What follows belongs to an exercise in optimizing a design on an open flow for a short achievable clock period and few clock cycles per item; a production flow would make more cautious choices.
Only simulation tests tie the RTL to the original design; equivalence was not proved.

==> flow/design.v, too long to show whole: its modules and the start of the top module <==
// module mulx_front: 1599 lines
// module mulx_back: 180 lines
// module mulx_pipe: 12 lines
// module mul_share_arb: 49 lines
module mul_share_arb #(
    parameter int WIDTH = fpu_pkg::WIDTH_DEFAULT
) (
    input  logic               clk,
    input  logic               rst,
    input  logic               req0_valid,
    output logic               req0_ready,
    input  logic [WIDTH-1:0]   req0_a,
    input  logic [WIDTH-1:0]   req0_b,
    output logic               rsp0_valid,
    input  logic               rsp0_ready,
    output logic [2*WIDTH-1:0] rsp0_prod,
    input  logic               req1_valid,
    output logic               req1_ready,
    input  logic [WIDTH-1:0]   req1_a,
    input  logic [WIDTH-1:0]   req1_b,
    output logic               rsp1_valid,
    input  logic               rsp1_ready,
    output logic [2*WIDTH-1:0] rsp1_prod,
    output logic               busy
);
  // ...
==> flow/run.sh <==
#!/bin/bash
# synth_recipe.tcl (not shown) runs the flow's synth.tcl, then flattens the netlist and writes it again
# the make line also repeats each setting of config.mk as NAME=value (left out here)
make -C /OpenROAD-flow-scripts/flow DESIGN_CONFIG=/design/flow/config.mk WORK_HOME=/design/flow/orfs CLKGATE_MAP_FILE= SYNTH_SCRIPT=/design/flow/synth_recipe.tcl finish
==> flow/config.mk <==
export PLATFORM = sky130hd
export DESIGN_NAME = mul_share_arb
export DESIGN_NICKNAME = mul_share_arb
export VERILOG_FILES = /design/flow/design.v
export SDC_FILE = /design/flow/constraint.sdc
export NUM_CORES = 4
export LEC_CHECK = 0
export ABC_CLOCK_PERIOD_IN_PS = 3000
export CAP_MARGIN = 20
export CORE_MARGIN = 2
export CORE_UTILIZATION = 40
export SETUP_SLACK_MARGIN = 5
export SLEW_MARGIN = 20
==> flow/constraint.sdc <==
create_clock -name core_clock -period 8.0 [get_ports {clk}]
set_input_delay 1.6000 -clock core_clock [delete_from_list [all_inputs] [get_ports {clk}]]
set_output_delay 1.6000 -clock core_clock [all_outputs]
set_load 0.01 [all_outputs]
==> flow_summary.json, run 1 <==
{
  "cp_max_fo": 4,
  "met3_usage": 0.0621,
  "final_hold_viol_count": 0,
  "whs_path_depth": 2,
  "syn_area_sq_um": 45200,
  "post-route-util": 0.540,
  "syn_inst": 4041,
  "finalInstanceArea_sq_um": 60700,
  "crit_family": "compound AO/OA/AOI/OAI gates",
  "die-area_sq_um": 116000,
  "whs_ns": 0.583,
  "n_sequential_cell": 357,
  "cts-root-buf": "clkbuf_16",
  "hold_path.class": "reg2reg",
  "status": "timing/DRC/antenna clean",
  "worst_r2r_path_depth": 5,
  "yosysSeqAreaShare": 0.237,
  "multi_input_area_share": 0.571,
  "vias": 32794,
  "maxSlewViolCount": 0,
  "ios": 203,
  "postCtsHoldBufs": 0,
  "synth_compound_area_frac": 0.0443,
  "synthMuxAreaShare": 0.000221,
  "num_antenna_cells": 9,
  "cts_post_setup_buffers_inserted": 290,
  "post-place-ws_ns": 1.64,
  "synth_nets": 5249,
  "crit_path_start_kind": "register",
  "ys.flop_type": "edfxtp_1",
  "synthSimpleGateAreaFrac": 0.164,
  "synth_fa_ha_area_frac": 0.467,
  "rsz0062_at_grt": "true",
  "wl_met1_microns": 61400,
  "start_util": 0.402,
  "row_count": 123,
  "postSynth.asyncResetShare": 0.00840,
  "post-place-cells": 5619
}
Testbench counts, summed over its fixed seeds: cycles 1,608, items 1,600.
==> run 2, diff against run 1 <==
--- a/flow/config.mk
+++ b/flow/config.mk
@@ -6,8 +6,6 @@
 export NUM_CORES = 4
 export LEC_CHECK = 0
-export ABC_CLOCK_PERIOD_IN_PS = 3000
 export CAP_MARGIN = 20
 export CORE_MARGIN = 2
 export CORE_UTILIZATION = 40
-export SETUP_SLACK_MARGIN = 5
 export SLEW_MARGIN = 20
==> run 2 against run 1 <==
Global-route usage is 4.4 points lower. Utilization shrank 9.1 points. Cell count decreased by 7.5%. Wire length shrank 18%. Worst hold slack worse by 0.0073 ns. Maximum frequency fell by 12%.
==> flow_summary.json, run 2 <==
{
  "final_hold_viol_count": 0,
  "finClkSkew_ns": 0.0281,
  "postRouteAntennaNets": 0,
  "yosys.area.top_type": "fa_1",
  "critPathBufInv": 3,
  "first_pass_iters": 5,
  "final_common_cell": "fa_1",
  "start_util": 0.402,
  "cts-root-buf": "clkbuf_16",
  "crit_path_max_incr_delay_ns": 0.56,
  "row_count": 123,
  "ys_warn_count": 2,
  "cts.sinks": 357,
  "syn_area_sq_um": 45200,
  "final_cell_mix": "968 x fa_1, 869 x and2_1, 632 x inv_1, 354 x edfxtp_1, 336 x nand2_1",
  "wl_per_cell_microns": 21.9,
  "cp.required_ns": 6.40,
  "cts.repair.resized": 0,
  "cts_inserted_buffers": 44,
  "die_w_microns": 340,
  "fin_crit_ns": 7.17,
  "maxSlewViolCount": 0,
  "nets": 5372,
  "path_clk_slew_ns": 0.07,
  "yosysMostFrequentCell": "fa_1",
  "synth_seq_cells": 357,
  "synth-edff-count": 354,
  "postSynth.asyncResetShare": 0.00840,
  "whs_ns": 0.575,
  "top_regs": "u_m0.rows_q (177), u_m1.rows_q (177)",
  "crit_path_start_kind": "register",
  "crit_family": "compound AO/OA/AOI/OAI gates",
  "ctsHtreeMaxLevel": 2,
  "slowest_stage": "fa_1",
  "hold_path.class": "reg2reg",
  "dpl.hpwl_microns": 89400,
  "fin_setup_tns_ns": 0,
  "drt-initial-drc-count": 1846,
  "drc_errors": 0,
  "max_freq_ghz": 0.139,
  "synth_top_area_share": 0.429,
  "port-buffer-count": 202,
  "clockBufferDepth": 3,
  "instances_no_fill": 5698,
  "avgSynthCellArea_sq_um": 11.2,
  "cap_violations": 0,
  "ys.flop_type": "edfxtp_1",
  "grt_pass1_wl_microns": 194000,
  "grtUsageTotal": 0.221,
  "max_slew_margin": 0.250,
  "cts_tree": "done",
  "vias": 29512,
  "drive_above_1_share": 0.0467,
  "post-route-util": 0.449,
  "yosysSeqAreaShare": 0.237,
  "clock_latency_ns": 0.59,
  "synthToLayoutAreaGrowth_pct": 11.5,
  "fp.coreArea_sq_um": 112000,
  "grt_pass1_vias": 32607,
  "critPathKind": "reg2out",
  "setup_violations": 0,
  "synth_nets": 5249,
  "grt_max_degree": 81,
  "viasPerCell": 5.18,
  "antenna_found_initial": 8,
  "post-place-cells": 5618,
  "cts_post_setup_buffers_inserted": 0,
  "cp_max_fo": 4,
  "ios": 203,
  "tightest_slew_ns": 1.12,
  "synth_common_cells": "968 x fa_1, 869 x and2_1, 632 x inv_1, 354 x edfxtp_1, 336 x nand2_1",
  "dpl-instance-area_sq_um": 49000,
  "rsz0062_at_grt": "false",
  "die-area_sq_um": 116000,
  "place_congestion": 0.857,
  "fin_crit_sh": 0.896,
  "finalInstanceArea_sq_um": 50400,
  "crit_chain": "fa_1 > inv_1 > fa_1 > inv_1 > ha_1 > o21ai_1 > o21ai_1 > a31oi_2 > o2111ai_1 > a211o_1 > a211oi_2 > a21oi_1 > nor4b_1 > a311o_1 > clkdlybuf4s50_1",
  "yosysUniqueCellTypes": 70,
  "synth_area_leaders": "fa_1 43%, edfxtp_1 24%, and2_1 12%",
  "status": "timing/DRC/antenna clean",
  "syn_inst": 4041,
  "end_kind": "output pin",
  "drt_wl_total_microns": 125000,
  "arrival_ns": 5.57,
  "postCtsHoldBufs": 0,
  "grt_overflow": 0,
  "die_h_microns": 340
}
[run 2: cell count changes in the layout (fill, tap and decap cells not counted), sizes merged, moves of 4 or more]
cell / delta
bufinv: +4
diode: -6
clkdlybuf4s15: -6
bufbuf: -22
clkbuf: -8
dlygate4sd2: -4
clkdlybuf4s50: +195
buf: -607
nand2b: -4
[run 2: kinds of logic (layout without fill, tap and decap cells)]
group                      count (synthesis)  after routing  synth area share
DFF                                      357            357             0.237
adders and majority gates               1106           1106             0.467
xor gates and xnor gates                  84             84            0.0163
AOI/OAI and AO/OA                        297            297            0.0443
and+or+nand+nor                         1343           1343             0.164
other                                      0              3                 0
buffers and inverters                    853           1007            0.0711
muxes                                      1              1          0.000221
[run 2: worst paths after layout]
check | start | cells after the start | endpoint | slack [ns]
setup / recovery | u_m0.rows_q[14] | 15 | rsp0_prod[43] | 0.83
hold / removal | prio1_q | 2 | prio1_q | 0.58
setup reg to reg | v1_q | 2 | u_m1.rows_q[156] | 5.60
hold reg to reg | prio1_q | 2 | prio1_q | 0.58
max in group asynchronous | rst | 2 | v1_q | 6.65
min in group asynchronous | rst | 2 | prio1_q | 1.21
[run 2: area by class of cell]
| type | instances | area [sq um] |
|---|---|---|
| Fill cell | 10468 | 61900 |
| Sequential cell | 357 | 10700 |
| Multi-Input combinational cell | 2831 | 31300 |
| Antenna cell | 3 | 7.51 |
| Clock inverter | 29 | 318 |
| Timing Repair Buffer | 298 | 2710 |
| Clock buffer | 48 | 1120 |
| Tap cell | 1500 | 1880 |
| Inverter | 632 | 2370 |
[run 2: metal layers]
metal | share of wire | routed length (microns) | global-route usage | vias up
li1 | - | - | - | 12604
met5 | 0 | 0 | 0 | -
met2 | 0.49 | 61200 | 0.379 | 1090
met1 | 0.42 | 51900 | 0.292 | 15581
met4 | 0.034 | 4200 | 0.0714 | 0
met3 | 0.062 | 7720 | 0.0278 | 237
[run 2: worst reg2reg max path, delay by kind of cell, from the launching register on]
| kind | cells | cell delay, ns |
|---|---|---|
| flip-flops | 1 | 0.42 |
| AND/OR/NAND/NOR | 1 | 0.55 |
| buffers and inverters | 1 | 0.96 |
[run 2: per-stage QoR]
stage          worst slack (ns)
6_report                  0.831
3_3_place_gp               1.50
5_1_grt                   0.501
2_1_floorplan              1.86
3_5_place_dp               1.46
4_1_cts                   0.814

afterwards: timing with drivers on the ports:
Ports are ideal in the flow. The routed layouts listed here were re-timed in OpenROAD.
Step 1 sets driving cells, clkbuf_16 on the clock port and buf_2 on the other inputs (assumed; they add their load-dependent delay and slew).
Step 2 also shifts input and output timing later by t, the mid clock arrival at the registers, as if the neighbouring blocks saw the same clock.
Three values: no drivers, after step 1, after step 2; two values: the first two.
run	t, ns	slack for setup (ns)	slew at the worst register clock pin (ns)
run 1	0.649	1.698 / 1.639 / 2.289	0.08 / 0.08
run 2	0.655	0.831 / 0.759 / 1.415	0.07 / 0.07
After both steps every run listed still meets setup and hold.
